Source: an optimization exercise on an open RTL-to-GDS flow (aim: small area, a short achievable clock period and few clock cycles per item). Production flows keep margins and buffers that such runs may drop. RTL that was checked went through simulation tests only; none was proved equivalent to the original. For runs 1 to 3, only the layout was checked, not whether the RTL still works.

==> design/flow/design.v <==
module mac_array_acc #(
  parameter int DATA_WIDTH = 8,
  parameter int ACC_WIDTH  = 32,
  parameter int LANES      = 4,
  parameter int LEN_W      = 16
) (
  input  logic                        clk,
  input  logic                        rst_n,
  input  logic                        start,
  input  logic [LEN_W-1:0]            vec_len,
  input  logic [LANES*ACC_WIDTH-1:0]  bias,
  input  logic                        sat_en,
  input  logic                        in_valid,
  output logic                        in_ready,
  input  logic [LANES*DATA_WIDTH-1:0] operand_a,
  input  logic [LANES*DATA_WIDTH-1:0] operand_b,
  output logic                        out_valid,
  input  logic                        out_ready,
  output logic [LANES*ACC_WIDTH-1:0]  out_data,
  output logic [LANES-1:0]            overflow,
  output logic                        busy
);
  logic             r_in_ready;
  logic             r_out_valid;
  logic             r_fin;
  logic [LEN_W-1:0] r_cnt;
  logic             r_sat;
  logic             w_beat, w_load, w_last, w_empty;
  assign busy    = r_in_ready | r_fin | (r_out_valid & ~out_ready);
  assign w_load  = start & ~busy;
  assign w_beat  = in_valid & r_in_ready;
  assign w_last  = (r_cnt == LEN_W'(1));
  assign w_empty = (vec_len == '0);
  always_ff @(posedge clk or negedge rst_n) begin
    if (!rst_n) begin
      r_in_ready  <= 1'b0;
      r_out_valid <= 1'b0;
      r_fin       <= 1'b0;
    end else begin
      r_fin <= w_beat & w_last;
      if (w_load) begin
        r_in_ready  <= ~w_empty;
        r_out_valid <= w_empty;
      end else if (w_beat && w_last) begin
        r_in_ready  <= 1'b0;
      end else if (r_fin) begin
        r_out_valid <= 1'b1;
      end else if (out_ready) begin
        r_out_valid <= 1'b0;
      end
    end
  end
  always_ff @(posedge clk) begin
    if (w_load) begin
      r_cnt <= vec_len;
      r_sat <= sat_en;
    end else if (w_beat) begin
      r_cnt <= r_cnt - 1'b1;
    end
  end
  for (genvar g = 0; g < LANES; g++) begin : g_lane
    logic [DATA_WIDTH-1:0] r_a;
    logic [11:0]           w_be, r_be;
    logic [15:0]           s;
    logic                  c;
    logic [1:0]            t0, t1;
    logic [ACC_WIDTH-1:0]  r_acc;
    logic                  r_ovf;
    logic [15:0]           hi, hi_nxt, lo_nxt;
    logic [15:0]           ones_below, zeros_below, m_up, m_dn, m0, m1;
    logic                  up0, dn0, up1, dn1, up, dn, v0, v1, v;
    logic                  is_max, is_min, sat_max, sat_min;
    mac_booth_enc u_enc (
      .b  (operand_b[g*DATA_WIDTH +: DATA_WIDTH]),
      .be (w_be)
    );
    always_ff @(posedge clk) begin
      r_a <= operand_a[g*DATA_WIDTH +: DATA_WIDTH] & {DATA_WIDTH{w_beat}};
      r_be <= w_be;
    end
    mac_lane_tree u_tree (
      .a   (r_a),
      .be  (r_be),
      .acc (r_acc[15:0]),
      .s   (s),
      .c   (c),
      .t0  (t0),
      .t1  (t1)
    );
    assign hi = r_acc[31:16];
    always_comb begin
      ones_below[0]  = 1'b1;
      zeros_below[0] = 1'b1;
      for (int i = 1; i < 16; i++) begin
        ones_below[i]  = ones_below[i-1] & hi[i-1];
        zeros_below[i] = zeros_below[i-1] & ~hi[i-1];
      end
    end
    assign is_max  = ones_below[15] & ~hi[15];
    assign is_min  = zeros_below[15] & hi[15];
    assign sat_max = r_sat & is_max;
    assign sat_min = r_sat & is_min;
    assign m_up    = ones_below & {16{~sat_max}};
    assign m_dn    = zeros_below & {16{~sat_min}};
    assign up0 = ~t0[1] & t0[0];
    assign dn0 = t0[1];
    assign up1 = ~t1[1] & t1[0];
    assign dn1 = t1[1];
    assign v0  = (up0 & is_max) | (dn0 & is_min);
    assign v1  = (up1 & is_max) | (dn1 & is_min);
    assign m0  = ({16{up0}} & m_up) | ({16{dn0}} & m_dn);
    assign m1  = ({16{up1}} & m_up) | ({16{dn1}} & m_dn);
    assign up  = c ? up1 : up0;
    assign dn  = c ? dn1 : dn0;
    assign v   = c ? v1 : v0;
    assign hi_nxt = hi ^ (c ? m1 : m0);
    assign lo_nxt = (s | {16{up & sat_max}}) & ~{16{dn & sat_min}};
    always_ff @(posedge clk) begin
      if (w_load) begin
        r_acc <= bias[g*ACC_WIDTH +: ACC_WIDTH];
        r_ovf <= 1'b0;
      end else begin
        r_acc <= {hi_nxt, lo_nxt};
        r_ovf <= r_ovf | v;
      end
    end
    assign out_data[g*ACC_WIDTH +: ACC_WIDTH] = r_acc;
    assign overflow[g] = r_ovf;
  end
  assign in_ready  = r_in_ready;
  assign out_valid = r_out_valid;
endmodule
module mac_lane_tree (
  input  logic [7:0]  a,
  input  logic [11:0]  be,
  input  logic [15:0] acc,
  output logic [15:0] s,
  output logic        c,
  output logic [1:0]  t0,
  output logic [1:0]  t1
);
  wire p1 = ((be[0] & a[0]) | (be[1] & 1'b0)) ^ be[2];
  wire p2 = ((be[0] & a[1]) | (be[1] & a[0])) ^ be[2];
  wire p3 = ((be[0] & a[2]) | (be[1] & a[1])) ^ be[2];
  wire p4 = ((be[0] & a[3]) | (be[1] & a[2])) ^ be[2];
  wire p5 = ((be[0] & a[4]) | (be[1] & a[3])) ^ be[2];
  wire p6 = ((be[0] & a[5]) | (be[1] & a[4])) ^ be[2];
  wire p7 = ((be[0] & a[6]) | (be[1] & a[5])) ^ be[2];
  wire p8 = ((be[0] & a[7]) | (be[1] & a[6])) ^ be[2];
  wire p9 = ~(((be[0] & a[7]) | (be[1] & a[7])) ^ be[2]);
  wire p10 = ((be[3] & a[0]) | (be[4] & 1'b0)) ^ be[5];
  wire p11 = ((be[3] & a[1]) | (be[4] & a[0])) ^ be[5];
  wire p12 = ((be[3] & a[2]) | (be[4] & a[1])) ^ be[5];
  wire p13 = ((be[3] & a[3]) | (be[4] & a[2])) ^ be[5];
  wire p14 = ((be[3] & a[4]) | (be[4] & a[3])) ^ be[5];
  wire p15 = ((be[3] & a[5]) | (be[4] & a[4])) ^ be[5];
  wire p16 = ((be[3] & a[6]) | (be[4] & a[5])) ^ be[5];
  wire p17 = ((be[3] & a[7]) | (be[4] & a[6])) ^ be[5];
  wire p18 = ~(((be[3] & a[7]) | (be[4] & a[7])) ^ be[5]);
  wire p19 = ((be[6] & a[0]) | (be[7] & 1'b0)) ^ be[8];
  wire p20 = ((be[6] & a[1]) | (be[7] & a[0])) ^ be[8];
  wire p21 = ((be[6] & a[2]) | (be[7] & a[1])) ^ be[8];
  wire p22 = ((be[6] & a[3]) | (be[7] & a[2])) ^ be[8];
  wire p23 = ((be[6] & a[4]) | (be[7] & a[3])) ^ be[8];
  wire p24 = ((be[6] & a[5]) | (be[7] & a[4])) ^ be[8];
  wire p25 = ((be[6] & a[6]) | (be[7] & a[5])) ^ be[8];
  wire p26 = ((be[6] & a[7]) | (be[7] & a[6])) ^ be[8];
  wire p27 = ~(((be[6] & a[7]) | (be[7] & a[7])) ^ be[8]);
  wire p28 = ((be[9] & a[0]) | (be[10] & 1'b0)) ^ be[11];
  wire p29 = ((be[9] & a[1]) | (be[10] & a[0])) ^ be[11];
  wire p30 = ((be[9] & a[2]) | (be[10] & a[1])) ^ be[11];
  wire p31 = ((be[9] & a[3]) | (be[10] & a[2])) ^ be[11];
  wire p32 = ((be[9] & a[4]) | (be[10] & a[3])) ^ be[11];
  wire p33 = ((be[9] & a[5]) | (be[10] & a[4])) ^ be[11];
  wire p34 = ((be[9] & a[6]) | (be[10] & a[5])) ^ be[11];
  wire p35 = ((be[9] & a[7]) | (be[10] & a[6])) ^ be[11];
  wire p36 = ~(((be[9] & a[7]) | (be[10] & a[7])) ^ be[11]);
  wire s37 = acc[4] ^ be[8];
  wire c38 = acc[4] & be[8];
  wire s39 = acc[5] ^ p6;
  wire c40 = acc[5] & p6;
  wire s41 = acc[6] ^ be[11] ^ p7;
  wire c42 = (acc[6] & be[11]) | (acc[6] & p7) | (be[11] & p7);
  wire s43 = p14 ^ p21;
  wire c44 = p14 & p21;
  wire s45 = acc[7] ^ p8 ^ p15;
  wire c46 = (acc[7] & p8) | (acc[7] & p15) | (p8 & p15);
  wire s47 = p22 ^ p29;
  wire c48 = p22 & p29;
  wire s49 = 1'b1 ^ acc[8] ^ p9;
  wire c50 = (1'b1 & acc[8]) | (1'b1 & p9) | (acc[8] & p9);
  wire s51 = p16 ^ p23 ^ p30;
  wire c52 = (p16 & p23) | (p16 & p30) | (p23 & p30);
  wire s53 = 1'b1 ^ acc[9] ^ p17;
  wire c54 = (1'b1 & acc[9]) | (1'b1 & p17) | (acc[9] & p17);
  wire s55 = p24 ^ p31;
  wire c56 = p24 & p31;
  wire s57 = acc[10] ^ p18 ^ p25;
  wire c58 = (acc[10] & p18) | (acc[10] & p25) | (p18 & p25);
  wire s59 = 1'b1 ^ acc[11];
  wire c60 = 1'b1 & acc[11];
  wire s61 = acc[2] ^ be[5];
  wire c62 = acc[2] & be[5];
  wire s63 = acc[3] ^ p4;
  wire c64 = acc[3] & p4;
  wire s65 = s37 ^ p5 ^ p12;
  wire c66 = (s37 & p5) | (s37 & p12) | (p5 & p12);
  wire s67 = c38 ^ p13 ^ p20;
  wire c68 = (c38 & p13) | (c38 & p20) | (p13 & p20);
  wire s69 = p28 ^ c40 ^ s43;
  wire c70 = (p28 & c40) | (p28 & s43) | (c40 & s43);
  wire s71 = c44 ^ s47 ^ c42;
  wire c72 = (c44 & s47) | (c44 & c42) | (s47 & c42);
  wire s73 = c48 ^ c46 ^ s49;
  wire c74 = (c48 & c46) | (c48 & s49) | (c46 & s49);
  wire s75 = s55 ^ c50 ^ c52;
  wire c76 = (s55 & c50) | (s55 & c52) | (c50 & c52);
  wire s77 = p32 ^ c56 ^ c54;
  wire c78 = (p32 & c56) | (p32 & c54) | (c56 & c54);
  wire s79 = s59 ^ p26 ^ p33;
  wire c80 = (s59 & p26) | (s59 & p33) | (p26 & p33);
  wire s81 = acc[12] ^ c60 ^ p27;
  wire c82 = (acc[12] & c60) | (acc[12] & p27) | (c60 & p27);
  wire s83 = 1'b1 ^ acc[13];
  wire c84 = 1'b1 & acc[13];
  wire s85 = acc[0] ^ be[2];
  wire c86 = acc[0] & be[2];
  wire s87 = acc[1] ^ p2;
  wire c88 = acc[1] & p2;
  wire s89 = s61 ^ p3 ^ p10;
  wire c90 = (s61 & p3) | (s61 & p10) | (p3 & p10);
  wire s91 = c62 ^ p11 ^ s63;
  wire c92 = (c62 & p11) | (c62 & s63) | (p11 & s63);
  wire s93 = p19 ^ c64 ^ s65;
  wire c94 = (p19 & c64) | (p19 & s65) | (c64 & s65);
  wire s95 = s39 ^ c66 ^ s67;
  wire c96 = (s39 & c66) | (s39 & s67) | (c66 & s67);
  wire s97 = c68 ^ s41 ^ s69;
  wire c98 = (c68 & s41) | (c68 & s69) | (s41 & s69);
  wire s99 = s45 ^ c70 ^ s71;
  wire c100 = (s45 & c70) | (s45 & s71) | (c70 & s71);
  wire s101 = s51 ^ c72 ^ s73;
  wire c102 = (s51 & c72) | (s51 & s73) | (c72 & s73);
  wire s103 = s53 ^ s75 ^ c74;
  wire c104 = (s53 & s75) | (s53 & c74) | (s75 & c74);
  wire s105 = s57 ^ c76 ^ s77;
  wire c106 = (s57 & c76) | (s57 & s77) | (c76 & s77);
  wire s107 = c58 ^ s79 ^ c78;
  wire c108 = (c58 & s79) | (c58 & c78) | (s79 & c78);
  wire s109 = p34 ^ c80 ^ s81;
  wire c110 = (p34 & c80) | (p34 & s81) | (c80 & s81);
  wire s111 = s83 ^ p35 ^ c82;
  wire c112 = (s83 & p35) | (s83 & c82) | (p35 & c82);
  wire s113 = acc[14] ^ c84 ^ p36;
  wire c114 = (acc[14] & c84) | (acc[14] & p36) | (c84 & p36);
  wire s115 = 1'b1 ^ acc[15];
  wire c116 = 1'b1 & acc[15];
  wire g117 = s85 & p1;
  wire g118 = c86 & s87;
  wire g119 = c88 & s89;
  wire g120 = c90 & s91;
  wire g121 = c92 & s93;
  wire g122 = c94 & s95;
  wire g123 = c96 & s97;
  wire g124 = c98 & s99;
  wire g125 = c100 & s101;
  wire g126 = s103 & c102;
  wire g127 = c104 & s105;
  wire g128 = s107 & c106;
  wire g129 = s109 & c108;
  wire g130 = s111 & c110;
  wire g131 = s113 & c112;
  wire g132 = s115 & c114;
  wire pr133 = s85 ^ p1;
  wire pr134 = c86 ^ s87;
  wire pr135 = c88 ^ s89;
  wire pr136 = c90 ^ s91;
  wire pr137 = c92 ^ s93;
  wire pr138 = c94 ^ s95;
  wire pr139 = c96 ^ s97;
  wire pr140 = c98 ^ s99;
  wire pr141 = c100 ^ s101;
  wire pr142 = s103 ^ c102;
  wire pr143 = c104 ^ s105;
  wire pr144 = s107 ^ c106;
  wire pr145 = s109 ^ c108;
  wire pr146 = s111 ^ c110;
  wire pr147 = s113 ^ c112;
  wire pr148 = s115 ^ c114;
  wire G149 = g118 | (pr134 & g117);
  wire P150 = pr134 & pr133;
  wire G151 = g120 | (pr136 & g119);
  wire P152 = pr136 & pr135;
  wire G153 = g122 | (pr138 & g121);
  wire P154 = pr138 & pr137;
  wire G155 = g124 | (pr140 & g123);
  wire P156 = pr140 & pr139;
  wire G157 = g126 | (pr142 & g125);
  wire P158 = pr142 & pr141;
  wire G159 = g128 | (pr144 & g127);
  wire P160 = pr144 & pr143;
  wire G161 = g130 | (pr146 & g129);
  wire P162 = pr146 & pr145;
  wire G163 = g132 | (pr148 & g131);
  wire P164 = pr148 & pr147;
  wire G165 = g119 | (pr135 & G149);
  wire P166 = pr135 & P150;
  wire G167 = G151 | (P152 & G149);
  wire P168 = P152 & P150;
  wire G169 = g123 | (pr139 & G153);
  wire P170 = pr139 & P154;
  wire G171 = G155 | (P156 & G153);
  wire P172 = P156 & P154;
  wire G173 = g127 | (pr143 & G157);
  wire P174 = pr143 & P158;
  wire G175 = G159 | (P160 & G157);
  wire P176 = P160 & P158;
  wire G177 = g131 | (pr147 & G161);
  wire P178 = pr147 & P162;
  wire G179 = G163 | (P164 & G161);
  wire P180 = P164 & P162;
  wire G181 = g121 | (pr137 & G167);
  wire P182 = pr137 & P168;
  wire G183 = G153 | (P154 & G167);
  wire P184 = P154 & P168;
  wire G185 = G169 | (P170 & G167);
  wire P186 = P170 & P168;
  wire G187 = G171 | (P172 & G167);
  wire P188 = P172 & P168;
  wire G189 = g129 | (pr145 & G175);
  wire P190 = pr145 & P176;
  wire G191 = G161 | (P162 & G175);
  wire P192 = P162 & P176;
  wire G193 = G177 | (P178 & G175);
  wire P194 = P178 & P176;
  wire G195 = G179 | (P180 & G175);
  wire P196 = P180 & P176;
  wire G197 = g125 | (pr141 & G187);
  wire P198 = pr141 & P188;
  wire G199 = G157 | (P158 & G187);
  wire P200 = P158 & P188;
  wire G201 = G173 | (P174 & G187);
  wire P202 = P174 & P188;
  wire G203 = G175 | (P176 & G187);
  wire P204 = P176 & P188;
  wire G205 = G189 | (P190 & G187);
  wire P206 = P190 & P188;
  wire G207 = G191 | (P192 & G187);
  wire P208 = P192 & P188;
  wire G209 = G193 | (P194 & G187);
  wire P210 = P194 & P188;
  wire G211 = G195 | (P196 & G187);
  wire P212 = P196 & P188;
  wire S213 = pr134 ^ g117;
  wire S214 = pr135 ^ G149;
  wire S215 = pr136 ^ G165;
  wire S216 = pr137 ^ G167;
  wire S217 = pr138 ^ G181;
  wire S218 = pr139 ^ G183;
  wire S219 = pr140 ^ G185;
  wire S220 = pr141 ^ G187;
  wire S221 = pr142 ^ G197;
  wire S222 = pr143 ^ G199;
  wire S223 = pr144 ^ G201;
  wire S224 = pr145 ^ G203;
  wire S225 = pr146 ^ G205;
  wire S226 = pr147 ^ G207;
  wire S227 = pr148 ^ G209;
  assign s = {S227,S226,S225,S224,S223,S222,S221,S220,S219,S218,S217,S216,S215,S214,S213,pr133};
  assign c = G211;
  assign t0 = {1'b1 ^ 1'b0 ^ (1'b1 & c116), 1'b1 ^ c116};
  assign t1 = {1'b1 ^ 1'b0 ^ (1'b1 | c116), ~(1'b1 ^ c116)};
endmodule
module mac_booth_enc (
  input  logic [7:0]  b,
  output logic [11:0] be
);
  for (genvar k = 0; k < 4; k++) begin : g_d
    logic b1, b0, bm;
    assign b1 = b[2*k+1];
    assign b0 = b[2*k];
    if (k == 0) begin : g_z
      assign bm = 1'b0;
    end else begin : g_n
      assign bm = b[2*k-1];
    end
    assign be[3*k]   = b0 ^ bm;
    assign be[3*k+1] = (b1 & ~b0 & ~bm) | (~b1 & b0 & bm);
    assign be[3*k+2] = b1;
  end
endmodule
==> design/flow/run.sh <==
#!/bin/bash
# synth_recipe.tcl (not shown) runs the flow's synth.tcl, then flattens the netlist and writes it again
# the make line also repeats each setting of config.mk as NAME=value (left out here)
make -C /OpenROAD-flow-scripts/flow DESIGN_CONFIG=/design/flow/config.mk WORK_HOME=/design/flow/orfs CLKGATE_MAP_FILE= SYNTH_SCRIPT=/design/flow/synth_recipe.tcl finish
==> design/flow/config.mk <==
export PLATFORM = sky130hd
export DESIGN_NAME = mac_array_acc
export DESIGN_NICKNAME = mac_array_acc
export VERILOG_FILES = /design/flow/design.v
export SDC_FILE = /design/flow/constraint.sdc
export NUM_CORES = 4
export LEC_CHECK = 0
export ABC_AREA = 1
export CAP_MARGIN = 20
export CORE_MARGIN = 2
export CORE_UTILIZATION = 40
export SLEW_MARGIN = 20
==> design/flow/constraint.sdc <==
create_clock -name core_clock -period 5.5 [get_ports {clk}]
set_input_delay 1.1000 -clock core_clock [delete_from_list [all_inputs] [get_ports {clk}]]
set_output_delay 1.1000 -clock core_clock [all_outputs]
set_load 0.01 [all_outputs]
==> run notes, run 1 <==
wire per inst=16.1 µm; worst hold margin=0.479 ns; syn_nets=3,056; setup TNS=0 ns; hold path startpoint=g_lane[1].r_ovf; capturing point of the worst reg2reg path=g_lane[0].r_acc[14]; first-pass GRT wire length=90.2 mm; Die Y=222 µm; Final Hold Fails=0; DRC=0; ANT nets after route=0; CP Data Arrival Time=5.50 ns; vias=17,800; Post-DP Area=approximately 0.023 mm²; post-DP HPWL=45.8 mm; CTS buffer count=30; register area share after synthesis=25.4%; number of synthesized flops with an enable pin=17; number of cells on the critical path=18; cts hold-fix bufs=0; buffers added on ports=~350; via/cell ratio=5.01; Area growth, synth to finish=26.0%; Final Max Slew Viols=0; Yosys warning total=1; die area=0.0493 mm²; postcts setup bufs=0; num rows=between 70 and 80; Final Critical Period=4.98 ns; htree depth=1; MaxCap Viol Count=0; #FFs+latches synth=232; Slowest cell on crit path=nor2_1; CTS root buf=clkbuf_16; CTS tree=built; startpoint types=flop; initial antenna violation count=7; Final Instance Area=approximately 0.024 mm²; Crit path max-delay family=adder cells; Synth async-reset ratio=1.29%; Hold Path Class=reg2reg; Max Fclk=between 200 and 250 MHz; DR iter-0 viols=~1,100; Final GP Congestion=approximately 0.9; Syn Inst Count=2,616; worst slew pin tran=between 1 and 1.5 ns; Worst EP required=6.03 ns; gr ovfl total=0; post-synthesis area per instance=between 7 and 8 µm²; Max-slew headroom=26.2%; status=no timing/DRC/antenna violations; DR pass1 iterations=6; core outline area=approximately 0.047 mm²; num ports=349; Main synth FF type=dfxtp_1; share of cells above drive strength 1=4.11%; commonest non-fill, non-tap cells in the layout=nand2_1 (613), inv_1 (495), clkdlybuf4s50_1 (348); CP Class=reg2reg; CP Capture Type=flop; largest net degree at the start of global routing=just under 70; RSZ-0062 raised after global routing=false; final net count=3,362; Critical path origin=g_lane[0].r_be[2]; die width=222 µm; GRT Overall Usage=between 20% and 30%; CP Max Fanout=18; Worst-path clk slew=approximately 0.06 ns; worst setup path end=g_lane[0].r_acc[14]; Yosys cell types=slightly above 40; Worst R2R Setup Slack=0.52 ns; initial core utilization=a little over 40%; final WL=57.2 mm; Setup-failing EPs final=0; CP Buf/Inv Count=3; Resized cells post-CTS=0; Worst Skew=0.0153 ns; Worst R2R Start=g_lane[0].r_be[2]; Max Root-Sink Buffers=3; Cell Chain, Critical Path=inv_1, xor2_1, fa_1, fa_1, inv_1, fa_1, ha_1, a21o_1, a31oi_1, nand2_1, nand3_1, nand2_1, inv_2, nand4_1, nor2_1, nor2_1, o21ai_0, nand2_1; leading cell type in the layout, fill and taps excluded=nand2_1; number of global-route vias before repair=17,300; period utilization=90.5%; CTS Sinks=about 230; CP max stage delay=0.67 ns; r2r worst-path depth=18; clock latency (worst-skew pair)=0.58 ns; post-synthesis instance area=approximately 0.019 mm²
cell usage after synthesis, drive strengths merged (42+ instances only):
library cell	count	share of area (%)
buf	42	1.6
clkbuf	46	0.91
dfxtp	212	22
fa	120	13
ha	106	7.0
inv	498	9.8
nand2	619	12
nand3	176	4.9
nand4	55	1.9
nor2	171	3.7
o21ai	135	3.6
o22ai	112	3.7
xor2	161	7.4
worst min path at each step:
stage / endpoint / slack (ns) / depth (start not counted)
after floorplan: g_lane[2].r_ovf / 0.44 / 2
after global placement: g_lane[1].r_ovf / 0.45 / 2
final: g_lane[1].r_ovf / 0.48 / 2
after detailed placement: g_lane[0].r_ovf / 0.47 / 2
after CTS: g_lane[1].r_ovf / 0.48 / 2
after global routing: g_lane[1].r_ovf / 0.49 / 2
sequential cells by signal, summed over array words and instances (netlist names):
name and flops:
g_lane.r_acc 128, g_lane.r_a 32, r_out_valid 1, r_cnt 16, r_sat 1, g_lane.r_be 48
r_in_ready 1, r_fin 1, g_lane.r_ovf 4
layer usage:
layer,GRT usage (%),vias to the layer above,part of all wire (%)
met3,4.62,94,6.1
met4,6.50,8,2.8
met5,0,-,0.098
li1,-,8875,-
met2,38.5,513,48
met1,28.8,8328,43
stage by stage:
step	setup slack [ns]	util (%)	cells
after floorplan	1.27	-	2616
after global placement	0.502	49.0	3497
after detailed placement	0.541	49.0	3497
after CTS	0.513	51.2	3552
after global routing	0.0548	51.2	3555
final	0.523	51.2	3555
cell type report:
class                      count  area (µm²)
multi-input combinational   1794       11800
timing repair buffer         362        3590
tap                          607         759
clock inverter                17         200
fill                        4595       22800
inverter                     502        1890
clock buffer                  38         842
antenna                        3        7.51
sequential                   232        4830
worst reg2reg max path: stages, from the launching register on:
cell and delay, ns:
dfxtp_1 0.60, inv_1 0.21, xor2_1 0.24, fa_1 0.44, fa_1 0.55, inv_1 0.05
fa_1 0.48, ha_1 0.37, a21o_1 0.13, a31oi_1 0.03, nand2_1 0.17, nand3_1 0.10
nand2_1 0.13, inv_2 0.14, nand4_1 0.19, nor2_1 0.06, nor2_1 0.67, o21ai_0 0.25
nand2_1 0.10
logic make-up (layout without fill, tap and decap cells):
family	Yosys count	in the layout	synth area share, %
other	0	3	0
and+or+nand+nor	1053	1053	23.9
xor gates and xnor gates	183	183	8.43
AOI/OAI and AO/OA	320	320	9.61
DFF	232	232	25.4
buffers and inverters	590	919	12.4
muxes	12	12	0.711
adders and majority gates	226	226	19.6
==> run 2, diff against run 1 <==
==> design/flow/flow/run.sh (new file) <==
#!/bin/bash
# The standard layout, with the smallest plain buffer on every port in
# place of the default port buffer cell.
set -euo pipefail
bash standard.sh 'BUFFER_PORTS_ARGS=-buffer_cell sky130_fd_sc_hd__buf_1' finish > standard.log 2>&1
==> design/flow/standard.sh (new file) <==
#!/bin/bash
# synth_recipe.tcl (not shown) runs the flow's synth.tcl, then flattens the netlist and writes it again
# the make line also repeats each setting of config.mk as NAME=value (left out here)
make -C /OpenROAD-flow-scripts/flow DESIGN_CONFIG=/design/flow/config.mk WORK_HOME=/design/flow/orfs CLKGATE_MAP_FILE= SYNTH_SCRIPT=/design/flow/synth_recipe.tcl "${@:-finish}"
removed: design/flow/run.sh
==> run 2 against run 1 <==
- global-route usage shrank 0.58 points
- highest routed layer is now met4
- flip-flop and latch count is the same
- routed wire length shrank 2.9%
- critical path depth is the same
- clock skew grew 0.0052 ns
- die area is the same
- synthesized cell count is the same
- non-clock buffer count grew 1
- maximum frequency shrank 2.3%
- worst setup slack lost 0.12 ns
==> run notes, run 2 <==
status=no timing/DRC/antenna violations; Area contributors post-synth=dfxtp_1 (22%), fa_1 (13%), nand2_1 (12%); die area=approximately 0.05 mm²; max reg flops=about 130; CP Max Fanout=18; Slowest cell on crit path=nor2_1; count leader, synth=nand2_1; Worst R2R Start=g_lane[0].r_be[2]; register area share after synthesis=around a quarter; cts hold-fix bufs=0; CTS Sinks=232; Cell Chain, Critical Path=inv_1, xor2_1, fa_1, fa_1, inv_1, fa_1, ha_1, a21o_1, a31oi_1, nand2_1, nand3_1, nand2_1, inv_2, nand4_1, nor2_1, nor2_1, o21ai_0, nand2_1; first-pass GRT wire length=between 80 and 90 mm; Max Root-Sink Buffers=3; post-synthesis instance area=between 0.015 and 0.02 mm²; CTS buffer count=31; DR iter-0 viols=1,030; CP Capture Type=flop; final setup margin=roughly 0.40 ns; largest net degree at the start of global routing=84; initial core utilization=40.7%; Worst R2R Setup Slack=just over 0.4 ns; Main synth FF type=dfxtp_1; synth cell count leaders=nand2_1 (613), inv_1 (496), dfxtp_1 (212); Worst Skew=roughly 0.021 ns; Adder-Cell Fraction of Synth Area=19.6%; Hold Path Class=in2async; Critical path origin=g_lane[0].r_be[2]; vias=17,900; syn_nets=3,056; Final GP Congestion=0.896; share of cells above drive strength 1=4.24%; CP max stage delay=0.69 ns; buffers added on ports=348; CP Data Arrival Time=5.62 ns; final net count=3,364; xor-xnor portion of the synthesized cell area=8.43%; Worst-path clk slew=0.06 ns; multiplexer share of the synthesized area=0.711%; Worst EP required=6.02 ns; die width=around 220 µm; DR pass1 iterations=6; largest family of logic cells by synthesized area=simple AND/OR/NAND/NOR gates; MaxCap Viol Count=0; period utilization=92.7%; GRT Overall Usage=22.0%; clock latency (worst-skew pair)=roughly 0.60 ns; leading cell type in the layout, fill and taps excluded=nand2_1; core outline area=roughly 0.047 mm²; Top Registers=g_lane.r_acc (128), g_lane.r_be (48), g_lane.r_a (32); wire per inst=between 15 and 20 µm; num ports=349; capturing point of the worst reg2reg path=g_lane[0].r_acc[14]; post-DP HPWL=44.4 mm; Resized cells post-CTS=0; Final Critical Period=5.10 ns; Yosys top cell area share=22.3%; ANT nets after route=0; Area growth, synth to finish=15.1%; Final Hold Fails=0; #FFs+latches synth=232; simple-gate share of the synthesized area=23.9%; Setup-failing EPs final=0; initial antenna violation count=3; gr ovfl total=0; num rows=slightly below 80; Max Fclk=196 MHz; Fill cells=4,828; Max-slew headroom=34.7%; Synth async-reset ratio=1.29%; DRC=0; number of global-route vias before repair=17,300; final WL=55.5 mm; number of synthesized flops with an enable pin=17; startpoint types=flop; Final Max Slew Viols=0; postcts setup bufs=0; Compound-Gate Fraction of Synth Area=under 10%; via/cell ratio=5.03; Syn Inst Count=2,616; setup TNS=0 ns; commonest non-fill, non-tap cells in the layout=nand2_1 (613), inv_1 (495), buf_1 (348); setup slack at placement=approximately 0.53 ns; worst slew pin tran=0.976 ns; CTS root buf=clkbuf_16; largest reg by FF count=g_lane.r_acc; CP Class=reg2reg; Synth area leader=dfxtp_1; htree depth=1; Die Y=222 µm; Yosys cell types=just over 40; Yosys warning total=1; post-synthesis area per instance=7.27 µm²; r2r worst-path depth=18; CTS tree=built; RSZ-0062 raised after global routing=false
## run 2: cell counts after synthesis
No cell type changed its count.
## run 2: per-stage QoR
stage                     std cells  utilization (%)  hold WS [ns]  area [µm²]
after floorplan                2616                -         0.443       19000
after CTS                      3556             46.8         0.276       21900
after detailed placement       3498             44.4         0.465       20700
after global placement         3498             44.4         0.457       20700
final                          3559             46.8         0.310       21900
after global routing           3559             46.8         0.301       21900
## run 2: cell families (layout without fill, tap and decap cells)
family | count (synthesis) | count (layout)
muxes | 12 | 12
xor gates and xnor gates | 183 | 183
and+or+nand+nor | 1053 | 1053
AOI/OAI and AO/OA | 320 | 320
other | 0 | 3
adders and majority gates | 226 | 226
buffers and inverters | 590 | 923
DFF | 232 | 232
## run 2: worst max path at each step
stage / cells past startpoint / endpoint / slack, ns
finish: 18 / g_lane[0].r_acc[14] / 0.40
global route: 18 / g_lane[0].r_acc[5] / 0.05
CTS: 18 / g_lane[0].r_acc[14] / 0.47
detailed placement: 18 / g_lane[0].r_acc[14] / 0.53
global placement: 18 / g_lane[0].r_acc[14] / 0.55
floorplan: 20 / g_lane[1].r_acc[19] / 1.27
## run 2: layer usage
metal	part of all wire, %	up-vias	wire, µm	global-route usage, %
li1	-	8883	-	-
met1	43	8360	23800	28.1
met2	48	565	26700	38.3
met3	6.2	78	3430	3.70
met4	2.7	0	1480	5.95
met5	0	-	0	0
## run 2: cell type report
type | count | area [µm²] | area share (%)
Inverter | 502 | 1890 | 8.62
Sequential cell | 232 | 4830 | 22.1
Tap cell | 607 | 759 | 3.47
Timing Repair Buffer | 363 | 1420 | 6.48
Clock buffer | 40 | 893 | 4.08
Clock inverter | 18 | 251 | 1.15
Multi-Input combinational cell | 1794 | 11800 | 54.1
Antenna cell | 3 | 7.51 | 0.0343
## run 2: critical path, delay by kind of cell, from the launching register on
kind | cells | cell delay (ns)
xor+xnor | 1 | 0.24
buf+inv | 3 | 0.43
compound gates | 3 | 0.47
simple gates | 7 | 1.49
flops | 1 | 0.60
fa+ha+maj | 4 | 1.80
==> run 3, diff against run 2 <==
==> design/flow/flow/run.sh (replaced) <==
#!/bin/bash
# The standard layout, with the smallest plain buffer on every port in
# place of the default port buffer cell, and a clock tree without dummy
# loads and with larger sink clusters.
set -euo pipefail
bash standard.sh \
  'BUFFER_PORTS_ARGS=-buffer_cell sky130_fd_sc_hd__buf_1' \
  'CTS_ARGS=-sink_clustering_enable -repair_clock_nets -dont_use_dummy_load -sink_clustering_size 30 -sink_clustering_max_diameter 80' \
  finish > standard.log 2>&1
==> run 3 against run 2 <==
- maximum frequency rose by 0.23%
- flip-flop and latch count did not move
- sequential share of layout area rose by 0.64 points
- worst setup slack improved by 0.012 ns
- cell area fell by 2.8%
- global-route usage fell by 0.12 points
- area after synthesis did not move
==> run notes, run 3 <==
Worst Skew=~0.047 ns; wire per inst=15.6 µm; Area contributors post-synth=dfxtp_1 (22%), fa_1 (13%), nand2_1 (12%); Worst R2R Setup Slack=0.41 ns; startpoint types=flop; Worst EP required=5.97 ns; Final GP Congestion=0.896; Main synth FF type=dfxtp_1; Max Root-Sink Buffers=3; ANT nets after route=0; die width=about 220 µm; Top Registers=g_lane.r_acc (128), g_lane.r_be (48), g_lane.r_a (32); buffers added on ports=348; CP Max Fanout=18; Setup-failing EPs final=0; post-synthesis area per instance=7.27 µm²; Yosys warning total=1; GRT Overall Usage=21.9%; die area=0.0493 mm²; capturing point of the worst reg2reg path=g_lane[0].r_acc[14]; commonest non-fill, non-tap cells in the layout=nand2_1 (613), inv_1 (495), buf_1 (348); Cell Chain, Critical Path=inv_1, xor2_1, fa_1, fa_1, inv_1, fa_1, ha_1, a21o_1, a31oi_1, nand2_1, nand3_1, nand2_1, inv_2, nand4_1, nor2_1, nor2_1, o21ai_0, nand2_1; Final Critical Period=between 5 and 6 ns; CTS root buf=clkbuf_16; register area share after synthesis=25.4%; largest net degree at the start of global routing=84; number of global-route vias before repair=17,200; gr ovfl total=0; htree depth=1; MaxCap Viol Count=0; Slowest cell on crit path=nor2_1; CP Capture Type=flop; initial antenna violation count=5; syn_nets=3,056; post-DP HPWL=roughly 44 mm; postcts setup bufs=0; share of cells above drive strength 1=3.16%; Worst R2R Start=g_lane[0].r_be[2]; DR iter-0 viols=1,046; RSZ-0062 raised after global routing=false; Synth async-reset ratio=1.29%; worst slew pin tran=0.969 ns; DRC=0; CP Class=reg2reg; Max-slew headroom=a little over a third; worst hold margin=0.355 ns; Synth area leader=dfxtp_1; Yosys top cell area share=22.3%; num rows=79; final WL=55.0 mm; vias=17,800; leading cell type in the layout, fill and taps excluded=nand2_1; #FFs+latches synth=232; largest reg by FF count=g_lane.r_acc; core outline area=0.0468 mm²; first-pass GRT wire length=87.9 mm; Max Fclk=197 MHz; Critical path origin=g_lane[0].r_be[2]; initial core utilization=40.7%; Yosys cell types=just over 40; Worst-path clk slew=0.09 ns; count leader, synth=nand2_1; num ports=349; Hold Path Class=in2async; Area growth, synth to finish=11.9%; setup TNS=0 ns; CP max stage delay=0.70 ns; clock latency (worst-skew pair)=0.55 ns; Resized cells post-CTS=0; DR pass1 iterations=7; CP Data Arrival Time=5.55 ns; CTS buffer count=21; CTS tree=built; final net count=3,354; number of synthesized flops with an enable pin=17; worst setup path end=g_lane[0].r_acc[14]; CTS Sinks=232; r2r worst-path depth=18; Syn Inst Count=between 2,000 and 3,000; post-synthesis instance area=between 0.015 and 0.02 mm²; Final Hold Fails=0; via/cell ratio=5.05; cts hold-fix bufs=0; period utilization=92.5%; Die Y=222 µm; Final Max Slew Viols=0; status=no timing/DRC/antenna violations; synth cell count leaders=nand2_1 (613), inv_1 (496), dfxtp_1 (212); max reg flops=approximately 130
run 3: final cells by class:
| class | instances | area, µm² |
|---|---|---|
| Tap cell | 607 | 759 |
| Inverter | 502 | 1890 |
| Antenna cell | 5 | 12.5 |
| Fill cell | 4874 | 25500 |
| Multi-Input combinational cell | 1794 | 11800 |
| Sequential cell | 232 | 4830 |
| Clock buffer | 21 | 526 |
| Timing Repair Buffer | 363 | 1420 |
run 3: worst min-delay path by stage:
stage,startpoint,endpoint,cells after the start,slack (ns)
floorplan,g_lane[2].r_ovf,g_lane[2].r_ovf,2,0.44
global placement,g_lane[2].r_ovf,g_lane[2].r_ovf,2,0.46
detailed placement,g_lane[2].r_ovf,g_lane[2].r_ovf,2,0.46
CTS,rst_n,r_fin,1,0.33
global route,rst_n,r_in_ready,1,0.35
finish,rst_n,r_in_ready,1,0.35
run 3: cell families (layout without fill, tap and decap cells):
family / count (synthesis) / count (layout) / share of synthesized area [%]
flops: 232 / 232 / 25.4
buf+inv: 590 / 886 / 12.4
mux: 12 / 12 / 0.711
fa+ha+maj: 226 / 226 / 19.6
simple gates: 1053 / 1053 / 23.9
xor+xnor: 183 / 183 / 8.43
other cells: 0 / 5 / 0
compound gates: 320 / 320 / 9.61
run 3: metal layers:
metal / share of wire, % / GRT usage (%) / up-vias / wire length [µm]
li1: - / - / 8846 / -
met1: 43 / 28.0 / 8264 / 23600
met2: 48 / 37.4 / 580 / 26200
met3: 6.1 / 3.58 / 96 / 3380
met4: 3.4 / 7.35 / 0 / 1860
met5: 0 / 0 / - / 0
run 3: worst max-delay path: cells and delay by family (launching register included):
kind | cells | cell delay, ns
adders and majority gates | 4 | 1.82
AOI/OAI and AO/OA | 3 | 0.47
and+or+nand+nor | 7 | 1.45
xor gates and xnor gates | 1 | 0.23
buffers and inverters | 3 | 0.43
DFF | 1 | 0.61
run 3: per-stage QoR:
stage          cells  setup WS, ns  cell area (µm²)  util [%]
6_report        3524         0.415            21300      45.5
5_1_grt         3524        0.0464            21300      45.5
4_1_cts         3519         0.437            21300      45.5
3_5_place_dp    3498         0.529            20700      44.4
3_3_place_gp    3498         0.548            20700      44.4
2_1_floorplan   2616          1.27            19000         -
==> run 4, diff against run 3 <==
--- a/design/flow/design.v
+++ b/design/flow/design.v
@@ -61,4 +61,5 @@
   for (genvar g = 0; g < LANES; g++) begin : g_lane
-    logic [DATA_WIDTH-1:0] r_a;
-    logic [11:0]           w_be, r_be;
+    logic [DATA_WIDTH-1:0] a_g;
+    logic [11:0]           w_be;
+    logic [17:0]           w_ra, w_rb, r_ra, r_rb;
     logic [15:0]           s;
@@ -72,2 +73,3 @@
     logic                  is_max, is_min, sat_max, sat_min;
+    assign a_g = operand_a[g*DATA_WIDTH +: DATA_WIDTH] & {DATA_WIDTH{w_beat}};
     mac_booth_enc u_enc (
@@ -76,10 +78,16 @@
     );
+    mac_mul_cs u_mul (
+      .a  (a_g),
+      .be (w_be),
+      .ra (w_ra),
+      .rb (w_rb)
+    );
     always_ff @(posedge clk) begin
-      r_a <= operand_a[g*DATA_WIDTH +: DATA_WIDTH] & {DATA_WIDTH{w_beat}};
-      r_be <= w_be;
+      r_ra <= w_ra;
+      r_rb <= w_rb;
     end
-    mac_lane_tree u_tree (
-      .a   (r_a),
-      .be  (r_be),
+    mac_acc_cs u_acc (
       .acc (r_acc[15:0]),
+      .ra  (r_ra),
+      .rb  (r_rb),
       .s   (s),
@@ -132,10 +140,7 @@
 endmodule
-module mac_lane_tree (
+module mac_mul_cs (
   input  logic [7:0]  a,
-  input  logic [11:0]  be,
-  input  logic [15:0] acc,
-  output logic [15:0] s,
-  output logic        c,
-  output logic [1:0]  t0,
-  output logic [1:0]  t1
+  input  logic [11:0] be,
+  output logic [17:0] ra,
+  output logic [17:0] rb
 );
@@ -177,83 +182,95 @@
   wire p36 = ~(((be[9] & a[7]) | (be[10] & a[7])) ^ be[11]);
-  wire s37 = acc[4] ^ be[8];
-  wire c38 = acc[4] & be[8];
-  wire s39 = acc[5] ^ p6;
-  wire c40 = acc[5] & p6;
-  wire s41 = acc[6] ^ be[11] ^ p7;
-  wire c42 = (acc[6] & be[11]) | (acc[6] & p7) | (be[11] & p7);
-  wire s43 = p14 ^ p21;
-  wire c44 = p14 & p21;
-  wire s45 = acc[7] ^ p8 ^ p15;
-  wire c46 = (acc[7] & p8) | (acc[7] & p15) | (p8 & p15);
-  wire s47 = p22 ^ p29;
-  wire c48 = p22 & p29;
-  wire s49 = 1'b1 ^ acc[8] ^ p9;
-  wire c50 = (1'b1 & acc[8]) | (1'b1 & p9) | (acc[8] & p9);
-  wire s51 = p16 ^ p23 ^ p30;
-  wire c52 = (p16 & p23) | (p16 & p30) | (p23 & p30);
-  wire s53 = 1'b1 ^ acc[9] ^ p17;
-  wire c54 = (1'b1 & acc[9]) | (1'b1 & p17) | (acc[9] & p17);
-  wire s55 = p24 ^ p31;
-  wire c56 = p24 & p31;
-  wire s57 = acc[10] ^ p18 ^ p25;
-  wire c58 = (acc[10] & p18) | (acc[10] & p25) | (p18 & p25);
-  wire s59 = 1'b1 ^ acc[11];
-  wire c60 = 1'b1 & acc[11];
-  wire s61 = acc[2] ^ be[5];
-  wire c62 = acc[2] & be[5];
-  wire s63 = acc[3] ^ p4;
-  wire c64 = acc[3] & p4;
-  wire s65 = s37 ^ p5 ^ p12;
-  wire c66 = (s37 & p5) | (s37 & p12) | (p5 & p12);
-  wire s67 = c38 ^ p13 ^ p20;
-  wire c68 = (c38 & p13) | (c38 & p20) | (p13 & p20);
-  wire s69 = p28 ^ c40 ^ s43;
-  wire c70 = (p28 & c40) | (p28 & s43) | (c40 & s43);
-  wire s71 = c44 ^ s47 ^ c42;
-  wire c72 = (c44 & s47) | (c44 & c42) | (s47 & c42);
-  wire s73 = c48 ^ c46 ^ s49;
-  wire c74 = (c48 & c46) | (c48 & s49) | (c46 & s49);
-  wire s75 = s55 ^ c50 ^ c52;
-  wire c76 = (s55 & c50) | (s55 & c52) | (c50 & c52);
-  wire s77 = p32 ^ c56 ^ c54;
-  wire c78 = (p32 & c56) | (p32 & c54) | (c56 & c54);
-  wire s79 = s59 ^ p26 ^ p33;
-  wire c80 = (s59 & p26) | (s59 & p33) | (p26 & p33);
-  wire s81 = acc[12] ^ c60 ^ p27;
-  wire c82 = (acc[12] & c60) | (acc[12] & p27) | (c60 & p27);
-  wire s83 = 1'b1 ^ acc[13];
-  wire c84 = 1'b1 & acc[13];
-  wire s85 = acc[0] ^ be[2];
-  wire c86 = acc[0] & be[2];
-  wire s87 = acc[1] ^ p2;
-  wire c88 = acc[1] & p2;
-  wire s89 = s61 ^ p3 ^ p10;
-  wire c90 = (s61 & p3) | (s61 & p10) | (p3 & p10);
-  wire s91 = c62 ^ p11 ^ s63;
-  wire c92 = (c62 & p11) | (c62 & s63) | (p11 & s63);
-  wire s93 = p19 ^ c64 ^ s65;
-  wire c94 = (p19 & c64) | (p19 & s65) | (c64 & s65);
-  wire s95 = s39 ^ c66 ^ s67;
-  wire c96 = (s39 & c66) | (s39 & s67) | (c66 & s67);
-  wire s97 = c68 ^ s41 ^ s69;
-  wire c98 = (c68 & s41) | (c68 & s69) | (s41 & s69);
-  wire s99 = s45 ^ c70 ^ s71;
-  wire c100 = (s45 & c70) | (s45 & s71) | (c70 & s71);
-  wire s101 = s51 ^ c72 ^ s73;
-  wire c102 = (s51 & c72) | (s51 & s73) | (c72 & s73);
-  wire s103 = s53 ^ s75 ^ c74;
-  wire c104 = (s53 & s75) | (s53 & c74) | (s75 & c74);
-  wire s105 = s57 ^ c76 ^ s77;
-  wire c106 = (s57 & c76) | (s57 & s77) | (c76 & s77);
-  wire s107 = c58 ^ s79 ^ c78;
-  wire c108 = (c58 & s79) | (c58 & c78) | (s79 & c78);
-  wire s109 = p34 ^ c80 ^ s81;
-  wire c110 = (p34 & c80) | (p34 & s81) | (c80 & s81);
-  wire s111 = s83 ^ p35 ^ c82;
-  wire c112 = (s83 & p35) | (s83 & c82) | (p35 & c82);
-  wire s113 = acc[14] ^ c84 ^ p36;
-  wire c114 = (acc[14] & c84) | (acc[14] & p36) | (c84 & p36);
+  wire s37 = be[11] ^ p7;
+  wire c38 = be[11] & p7;
+  wire s39 = p8 ^ p15;
+  wire c40 = p8 & p15;
+  wire s41 = 1'b1 ^ p9 ^ p16;
+  wire c42 = (1'b1 & p9) | (1'b1 & p16) | (p9 & p16);
+  wire s43 = 1'b1 ^ p17;
+  wire c44 = 1'b1 & p17;
+  wire s45 = be[8] ^ p5;
+  wire c46 = be[8] & p5;
+  wire s47 = p6 ^ p13;
+  wire c48 = p6 & p13;
+  wire s49 = p14 ^ p21 ^ p28;
+  wire c50 = (p14 & p21) | (p14 & p28) | (p21 & p28);
+  wire s51 = p22 ^ p29 ^ c38;
+  wire c52 = (p22 & p29) | (p22 & c38) | (p29 & c38);
+  wire s53 = p23 ^ p30 ^ c40;
+  wire c54 = (p23 & p30) | (p23 & c40) | (p30 & c40);
+  wire s55 = p24 ^ p31 ^ s43;
+  wire c56 = (p24 & p31) | (p24 & s43) | (p31 & s43);
+  wire s57 = p18 ^ p25 ^ p32;
+  wire c58 = (p18 & p25) | (p18 & p32) | (p25 & p32);
+  wire s59 = 1'b1 ^ p26;
+  wire c60 = 1'b1 & p26;
+  wire s61 = be[5] ^ p3;
+  wire c62 = be[5] & p3;
+  wire s63 = p4 ^ p11;
+  wire c64 = p4 & p11;
+  wire s65 = p12 ^ p19 ^ s45;
+  wire c66 = (p12 & p19) | (p12 & s45) | (p19 & s45);
+  wire s67 = p20 ^ c46 ^ s47;
+  wire c68 = (p20 & c46) | (p20 & s47) | (c46 & s47);
+  wire s69 = c48 ^ s37 ^ s49;
+  wire c70 = (c48 & s37) | (c48 & s49) | (s37 & s49);
+  wire s71 = s39 ^ c50 ^ s51;
+  wire c72 = (s39 & c50) | (s39 & s51) | (c50 & s51);
+  wire s73 = s41 ^ c52 ^ s53;
+  wire c74 = (s41 & c52) | (s41 & s53) | (c52 & s53);
+  wire s75 = c42 ^ c54 ^ s55;
+  wire c76 = (c42 & c54) | (c42 & s55) | (c54 & s55);
+  wire s77 = c44 ^ s57 ^ c56;
+  wire c78 = (c44 & s57) | (c44 & c56) | (s57 & c56);
+  wire s79 = p33 ^ s59 ^ c58;
+  wire c80 = (p33 & s59) | (p33 & c58) | (s59 & c58);
+  wire s81 = p27 ^ p34 ^ c60;
+  wire c82 = (p27 & p34) | (p27 & c60) | (p34 & c60);
+  wire s83 = 1'b1 ^ p35;
+  wire c84 = 1'b1 & p35;
+  assign ra = {1'b1,1'b1,1'b1,p36,s83,s81,s79,s77,s75,s73,s71,s69,s67,s65,s63,s61,p2,be[2]};
+  assign rb = {1'b0,1'b0,1'b0,c84,c82,c80,c78,c76,c74,c72,c70,c68,c66,c64,c62,p10,1'b0,p1};
+endmodule
+module mac_acc_cs (
+  input  logic [15:0] acc,
+  input  logic [17:0] ra,
+  input  logic [17:0] rb,
+  output logic [15:0] s,
+  output logic        c,
+  output logic [1:0]  t0,
+  output logic [1:0]  t1
+);
+  wire s85 = acc[0] ^ ra[0];
+  wire c86 = acc[0] & ra[0];
+  wire s87 = acc[1] ^ ra[1];
+  wire c88 = acc[1] & ra[1];
+  wire s89 = acc[2] ^ ra[2] ^ rb[2];
+  wire c90 = (acc[2] & ra[2]) | (acc[2] & rb[2]) | (ra[2] & rb[2]);
+  wire s91 = acc[3] ^ ra[3] ^ rb[3];
+  wire c92 = (acc[3] & ra[3]) | (acc[3] & rb[3]) | (ra[3] & rb[3]);
+  wire s93 = acc[4] ^ ra[4] ^ rb[4];
+  wire c94 = (acc[4] & ra[4]) | (acc[4] & rb[4]) | (ra[4] & rb[4]);
+  wire s95 = acc[5] ^ ra[5] ^ rb[5];
+  wire c96 = (acc[5] & ra[5]) | (acc[5] & rb[5]) | (ra[5] & rb[5]);
+  wire s97 = acc[6] ^ ra[6] ^ rb[6];
+  wire c98 = (acc[6] & ra[6]) | (acc[6] & rb[6]) | (ra[6] & rb[6]);
+  wire s99 = acc[7] ^ ra[7] ^ rb[7];
+  wire c100 = (acc[7] & ra[7]) | (acc[7] & rb[7]) | (ra[7] & rb[7]);
+  wire s101 = acc[8] ^ ra[8] ^ rb[8];
+  wire c102 = (acc[8] & ra[8]) | (acc[8] & rb[8]) | (ra[8] & rb[8]);
+  wire s103 = acc[9] ^ ra[9] ^ rb[9];
+  wire c104 = (acc[9] & ra[9]) | (acc[9] & rb[9]) | (ra[9] & rb[9]);
+  wire s105 = acc[10] ^ ra[10] ^ rb[10];
+  wire c106 = (acc[10] & ra[10]) | (acc[10] & rb[10]) | (ra[10] & rb[10]);
+  wire s107 = acc[11] ^ ra[11] ^ rb[11];
+  wire c108 = (acc[11] & ra[11]) | (acc[11] & rb[11]) | (ra[11] & rb[11]);
+  wire s109 = acc[12] ^ ra[12] ^ rb[12];
+  wire c110 = (acc[12] & ra[12]) | (acc[12] & rb[12]) | (ra[12] & rb[12]);
+  wire s111 = acc[13] ^ ra[13] ^ rb[13];
+  wire c112 = (acc[13] & ra[13]) | (acc[13] & rb[13]) | (ra[13] & rb[13]);
+  wire s113 = acc[14] ^ ra[14] ^ rb[14];
+  wire c114 = (acc[14] & ra[14]) | (acc[14] & rb[14]) | (ra[14] & rb[14]);
   wire s115 = 1'b1 ^ acc[15];
   wire c116 = 1'b1 & acc[15];
-  wire g117 = s85 & p1;
+  wire g117 = rb[0] & s85;
   wire g118 = c86 & s87;
@@ -266,10 +283,10 @@
   wire g125 = c100 & s101;
-  wire g126 = s103 & c102;
+  wire g126 = c102 & s103;
   wire g127 = c104 & s105;
-  wire g128 = s107 & c106;
-  wire g129 = s109 & c108;
-  wire g130 = s111 & c110;
-  wire g131 = s113 & c112;
+  wire g128 = c106 & s107;
+  wire g129 = c108 & s109;
+  wire g130 = c110 & s111;
+  wire g131 = c112 & s113;
   wire g132 = s115 & c114;
-  wire pr133 = s85 ^ p1;
+  wire pr133 = rb[0] ^ s85;
   wire pr134 = c86 ^ s87;
@@ -282,8 +299,8 @@
   wire pr141 = c100 ^ s101;
-  wire pr142 = s103 ^ c102;
+  wire pr142 = c102 ^ s103;
   wire pr143 = c104 ^ s105;
-  wire pr144 = s107 ^ c106;
-  wire pr145 = s109 ^ c108;
-  wire pr146 = s111 ^ c110;
-  wire pr147 = s113 ^ c112;
+  wire pr144 = c106 ^ s107;
+  wire pr145 = c108 ^ s109;
+  wire pr146 = c110 ^ s111;
+  wire pr147 = c112 ^ s113;
   wire pr148 = s115 ^ c114;
--- a/design/flow/config.mk
+++ b/design/flow/config.mk
@@ -10,3 +10,4 @@
 export CORE_MARGIN = 2
-export CORE_UTILIZATION = 40
+export CORE_UTILIZATION = 55
+export SETUP_SLACK_MARGIN = 1.0
 export SLEW_MARGIN = 20
==> run 4 against run 3 <==
- die area shrank 27%
- area after synthesis about the same
- non-clock buffer count down 7
- hold slack better by 0.036 ns
- cell area decreased by 1.2%
- critical path type unchanged
- first-iteration DRC count rose by 2.2%
- worst setup slack better by 1.1 ns
- cell count down 7.4%
- via count is 2.4% lower
- still clean
==> run notes, run 4 <==
Hold Path Class=in2async; status=no timing/DRC/antenna violations; CP Buf/Inv Count=2; capturing point of the worst reg2reg path=g_lane[3].r_acc[14]; GRT Overall Usage=27.7%; die area=0.0361 mm²; period utilization=73.3%; wire per inst=roughly 16 µm; CTS root buf=clkbuf_16; Setup-failing EPs final=0; Crit path max-delay family=simple AND/OR/NAND/NOR gates; post-DP HPWL=39.7 mm; num rows=68; CP Data Arrival Time=between 4 and 5 ns; DRC=0; Post-Layout Cell Count=3,262; Worst Skew=between 0.03 and 0.04 ns; cts hold-fix bufs=0; Worst EP required=5.96 ns; CP Class=reg2reg; num ports=349; ANT nets after route=0; Final Max Slew Viols=0; core outline area=0.0343 mm²; share of cells above drive strength 1=2.89%; max reg flops=approximately 130; Synth async-reset ratio=1.12%; Final Hold Fails=0; setup TNS=0 ns; CP Max Fanout=18; met3 wire len=3.62 mm; leading cell type in the layout, fill and taps excluded=nand2_1; startpoint types=flop; buffers added on ports=348; Cell Chain, Critical Path=ha_1, ha_1, inv_1, fa_1, o21ai_1, nand3_1, nand2_1, nand2_1, nand2_1, nand2_1, nand2_2, nand3_1, nand2_4, inv_2, nand4_1, nor2_1, nor2_2, o21ai_0, nand2_1; synth cell count leaders=nand2_1 (698), inv_1 (299), dfxtp_1 (248); Worst R2R Start=g_lane[3].r_acc[0]; Area growth, synth to finish=10.5%; worst slew pin tran=slightly above 1 ns; CTS Sinks=about 270; first-pass GRT wire length=81.5 mm; Final Instance Area=0.0210 mm²; Max-slew headroom=32.3%; Top Registers=g_lane.r_acc (128), g_lane.r_ra (60), g_lane.r_rb (56); Max Fclk=248 MHz; gr ovfl total=0; Die Y=190 µm; number of global-route vias before repair=about 16,000; via/cell ratio=~5.3; Final GP Congestion=0.935; #FFs+latches synth=268; Worst-path clk slew=around 0.1 ns; initial antenna violation count=2; largest net degree at the start of global routing=92; top sig layer=met4; largest reg by FF count=g_lane.r_acc; Resized cells post-CTS=0; final net count=3,243; Yosys top cell area share=26.1%; Final Critical Period=4.03 ns; clock latency (worst-skew pair)=roughly 0.5 ns; Area contributors post-synth=dfxtp_1 (26%), nand2_1 (14%), fa_1 (13%); RSZ-0062 raised after global routing=false; die width=190 µm; CTS tree=built; Worst R2R Setup Slack=1.47 ns; Yosys warning total=1; Critical Path Most Common Cell=nand2_1; DR pass1 iterations=5; commonest non-fill, non-tap cells in the layout=nand2_1 (698), buf_1 (348), inv_1 (298); CP Capture Type=flop; r2r worst-path depth=19; Main synth FF type=dfxtp_1; vias=17,400; htree depth=1; post-synthesis area per instance=7.57 µm²; Fill cells=3,269; initial core utilization=between 50% and 60%; number of synthesized flops with an enable pin=17; WL met1=around 23 mm; DR iter-0 viols=1,069; CTS buffer count=18; postcts setup bufs=0; WL met2=22.9 mm; Post-DP Area=slightly above 0.02 mm²; CP max stage delay=approximately 0.68 ns; MaxCap Viol Count=0; Syn Inst Count=~2,500; post-synthesis instance area=between 0.015 and 0.02 mm²; Max Root-Sink Buffers=3; Yosys cell types=44; count leader, synth=nand2_1; register area share after synthesis=29.2%; Synth area leader=dfxtp_1; final WL=roughly 51 mm; syn_nets=slightly below 3,000; Placed Cells=3,241; Slowest cell on crit path=nor2_2
-- run 4: through the flow --
step	utilization [%]	setup WS, ns	hold slack, ns
after detailed placement	59.9	1.50	0.458
after global routing	61.3	1.06	0.387
final	61.3	1.47	0.391
after floorplan	-	2.01	0.443
after global placement	59.9	1.58	0.457
after CTS	61.3	1.47	0.376
-- run 4: how the worst max path moves through the flow --
stage | from | slack [ns] | depth (start not counted) | endpoint
after detailed placement | g_lane[0].r_acc[0] | 1.50 | 17 | g_lane[0].r_acc[13]
after floorplan | operand_b[3] | 2.01 | 8 | g_lane[0].r_ra[8]
final | g_lane[3].r_acc[0] | 1.47 | 19 | g_lane[3].r_acc[14]
after global routing | g_lane[2].r_ra[0] | 1.06 | 17 | g_lane[2].r_acc[3]
after global placement | g_lane[0].r_acc[0] | 1.58 | 17 | g_lane[0].r_acc[13]
after CTS | g_lane[0].r_acc[0] | 1.47 | 17 | g_lane[0].r_acc[13]
-- run 4: worst register-to-register path, stage by stage, from the launching register on --
cell and delay [ns]:
dfxtp_1 0.33, ha_1 0.28, ha_1 0.13, inv_1 0.05, fa_1 0.47, o21ai_1 0.28, nand3_1 0.12, nand2_1 0.11
nand2_1 0.06, nand2_1 0.08, nand2_1 0.07, nand2_2 0.11, nand3_1 0.13, nand2_4 0.25, inv_2 0.22, nand4_1 0.17
nor2_1 0.08, nor2_2 0.68, o21ai_0 0.25, nand2_1 0.11
-- run 4: logic make-up (layout without fill, tap and decap cells) --
kind of cell,Yosys count,after routing,synth area share (%)
and+or+nand+nor,1150,1150,26.1
buffers and inverters,391,682,8.33
AOI/OAI and AO/OA,324,324,9.64
DFF,268,268,29.2
adders and majority gates,222,222,19.5
xor gates and xnor gates,159,159,7.32
other,0,2,0
-- run 4: final cells by class --
class | count | area (µm²) | share of cell area (%)
flip-flops and latches | 268 | 5550 | 26.4
diodes | 2 | 5.00 | 0.0238
multi-input cells | 1855 | 11900 | 56.6
repair buffers | 356 | 1380 | 6.56
well taps | 455 | 569 | 2.71
clock buffers | 18 | 450 | 2.14
inverters | 308 | 1160 | 5.51
-- run 4: per-layer routing --
layer,track usage (%),up-vias
li1,-,8714
met1,38.6,8038
met2,44.8,528
met3,4.00,80
met4,8.20,0
met5,0,-
Testbench counts of run 4, summed over its fixed seeds: cycles 5,840, jobs 320.
==> run 5, diff against run 4 <==
--- a/design/flow/config.mk
+++ b/design/flow/config.mk
@@ -11,3 +11,3 @@
 export CORE_UTILIZATION = 55
-export SETUP_SLACK_MARGIN = 1.0
+export SETUP_SLACK_MARGIN = 1.6
 export SLEW_MARGIN = 20
==> run 5 against run 4 <==
- register-to-register slack better by 0.49 ns
- clock skew barely moved
- still clean on timing, DRC and antenna
==> run notes, run 5 <==
Area contributors post-synth=dfxtp_1 (26%), nand2_1 (14%), fa_1 (13%); Slowest cell on crit path=fa_1; cts hold-fix bufs=0; final setup margin=between 1.5 and 2 ns; register area share after synthesis=29.2%; CTS Sinks=about 270; CTS tree=built; MaxCap Viol Count=0; post-DP HPWL=39.7 mm; setup slack at placement=1.50 ns; wire per inst=15.6 µm; Yosys warning total=1; Worst-path clk slew=0.10 ns; CP max stage delay=~0.47 ns; status=no timing/DRC/antenna violations; Final GP Congestion=0.935; Post-DP Area=0.0206 mm²; Worst Skew=0.0397 ns; DR iter-0 viols=985; Final Max Slew Viols=0; Final Instance Area=0.0211 mm²; die width=190 µm; die area=0.0361 mm²; Final Hold Fails=0; first-pass GRT wire length=81.5 mm; ANT nets after route=0; number of global-route vias before repair=~16,000; largest reg by FF count=g_lane.r_acc; Final Critical Period=between 3 and 4 ns; htree depth=1; Critical Path Most Common Cell=nand2_1; Die Y=190 µm; CTS root buf=clkbuf_16; synth cell count leaders=nand2_1 (698), inv_1 (299), dfxtp_1 (248); CP Data Arrival Time=4.00 ns; Area growth, synth to finish=10.8%; Max-slew headroom=32.8%; syn_nets=approximately 3,000; initial core utilization=55.5%; Crit path max-delay family=simple AND/OR/NAND/NOR gates; Yosys cell types=44; Top Registers=g_lane.r_acc (128), g_lane.r_ra (60), g_lane.r_rb (56); count leader, synth=nand2_1; Main synth FF type=dfxtp_1; clock latency (worst-skew pair)=0.51 ns; Hold Path Class=in2async; CTS buffer count=18; period utilization=64.3%; buffers added on ports=348; #FFs+latches synth=268; commonest non-fill, non-tap cells in the layout=nand2_1 (697), buf_1 (348), inv_1 (298); vias=17,300; leading cell type in the layout, fill and taps excluded=nand2_1; startpoint types=flop; Synth async-reset ratio=1.12%; initial antenna violation count=2; worst slew pin tran=1.01 ns; Max Root-Sink Buffers=3; Max Fclk=283 MHz; Yosys top cell area share=26.1%; num ports=349; core outline area=0.0343 mm²; CP Class=reg2reg; Setup-failing EPs final=0; largest net degree at the start of global routing=92; via/cell ratio=5.31; DRC=0; post-synthesis instance area=~0.019 mm²; GRT Overall Usage=27.7%; share of cells above drive strength 1=under 10%; Synth area leader=dfxtp_1; number of synthesized flops with an enable pin=17; num rows=roughly 70; DR pass1 iterations=6; Worst EP required=5.96 ns; RSZ-0062 raised after global routing=false; final net count=3,243; CP Max Fanout=18; setup TNS=0 ns; worst hold margin=around 0.39 ns; max reg flops=128; CP Buf/Inv Count=3; CP Capture Type=flop; Syn Inst Count=2,514; Cell Chain, Critical Path=ha_1, ha_1, inv_1, fa_1, o21ai_1, nand3_1, nand2_1, nand2_1, nand2_1, nand2_1, nand2_2, nand3_1, nand2_4, inv_2, nand4_1, nor2_1, nor2_4, buf_12, o21ai_0, nand2_1; gr ovfl total=0; final WL=51.0 mm; post-synthesis area per instance=about 7.6 µm²
[run 5: cell count changes in the layout (fill, tap and decap cells not counted)]
cell / before / now
nor2_4: 1 / 5
nor2_1: 136 / 133
a31oi_2: 2 / 0
a31oi_4: 0 / 2
buf_12: 1 / 2
buf_4: 7 / 6
clkinv_1: 4 / 3
clkinvlp_4: 0 / 1
nand2_1: 698 / 697
nand2_2: 7 / 8
nor2_2: 18 / 17
[run 5: layer usage]
layer  wire, µm  global-route usage, %  share of wire [%]
met5          0                      0                  0
met1      22900                   38.6                 45
met4       1590                   8.20                3.1
met2      22900                   44.8                 45
met3       3590                   4.00                7.1
[run 5: path summary, 6_finish.rpt]
| kind | slack [ns] | depth (start not counted) | endpoint | from |
|---|---|---|---|---|
| max | 1.96 | 20 | g_lane[3].r_acc[14] | g_lane[3].r_acc[0] |
| max reg2reg | 1.96 | 20 | g_lane[3].r_acc[14] | g_lane[3].r_acc[0] |
| min | 0.39 | 1 | r_fin | rst_n |
| max in group asynchronous | 4.96 | 1 | r_out_valid | rst_n |
| min reg2reg | 0.48 | 2 | g_lane[1].r_ovf | g_lane[1].r_ovf |
| min in group core_clock | 0.48 | 2 | g_lane[1].r_ovf | g_lane[1].r_ovf |
[run 5: what timing repair did]
action | 4_1_cts | 5_1_grt
gates resized for setup | 4 | 8
gates cloned | 0 | 0
pin swaps | 0 | 1
buffers inserted | 0 | 1
endpoints found under the setup margin | 15 | 74
[run 5: cell type report]
cell class / count / area [µm²]
diodes: 2 / 5.00
clock buffers: 18 / 450
fillers: 3272 / 13200
inverters: 308 / 1160
multi-input cells: 1855 / 12000
flip-flops and latches: 268 / 5550
well taps: 455 / 569
repair buffers: 356 / 1390
[run 5: cells by family after synthesis]
kind of cell,count (synthesis),synth area share [%]
compound gates,324,9.64
xor+xnor,159,7.32
fa+ha+maj,222,19.5
buf+inv,391,8.33
flops,268,29.2
simple gates,1150,26.1
[run 5: worst register-to-register path, delay by kind of cell (launching register included)]
family	cells	cell delay, ns
AND/OR/NAND/NOR	12	1.41
adder cells (fa/ha/maj)	3	0.88
buffers and inverters	3	0.44
AO/OA/AOI/OAI	2	0.41
flip-flops	1	0.33
[run 5: per-stage QoR]
step / instances / utilization, %
floorplan: 2514 / -
global placement: 3241 / 59.9
detailed placement: 3241 / 59.9
CTS: 3259 / 61.3
global route: 3261 / 61.5
finish: 3262 / 61.5

afterwards: timing with drivers on the ports:
The flow's constraints put no driver on any port. The routed layouts listed below were extracted and timed again, unchanged, in two steps.
Step 1 sets driving cells, clkbuf_16 on the clock port and buf_2 on the other inputs (assumed; they add their load-dependent delay and slew).
Step 2 times the ports against the registers' clock, not the clock port: input delays grow and output delays shrink by t, the midpoint of the rising clock arrivals with the driver on.
Three values: no drivers, after step 1, after step 2; two values: the first two.
run | t, ns | slack for setup (ns) | worst setup path at the end | worst data-port slew with drivers (ns) | pins driven straight from the clock port
run 1 | 0.627 | 0.523 / 0.523 / 0.523 | register to register | 0.10 | 1
run 2 | 0.643 | 0.403 / 0.403 / 0.403 | register to register | 0.08 | 1
run 3 | 0.579 | 0.415 / 0.415 / 0.415 | register to register | 0.09 | 1
run 4 | 0.543 | 1.470 / 1.470 / 1.470 | register to register | 0.09 | 1
run 5 | 0.544 | 1.963 / 1.963 / 1.625 | input to register | 0.09 | 1
After both steps every run listed still meets setup and hold. The setup slack of run 5, which loses most, moves by 0.000 ns with the drivers and by -0.338 ns with both steps.
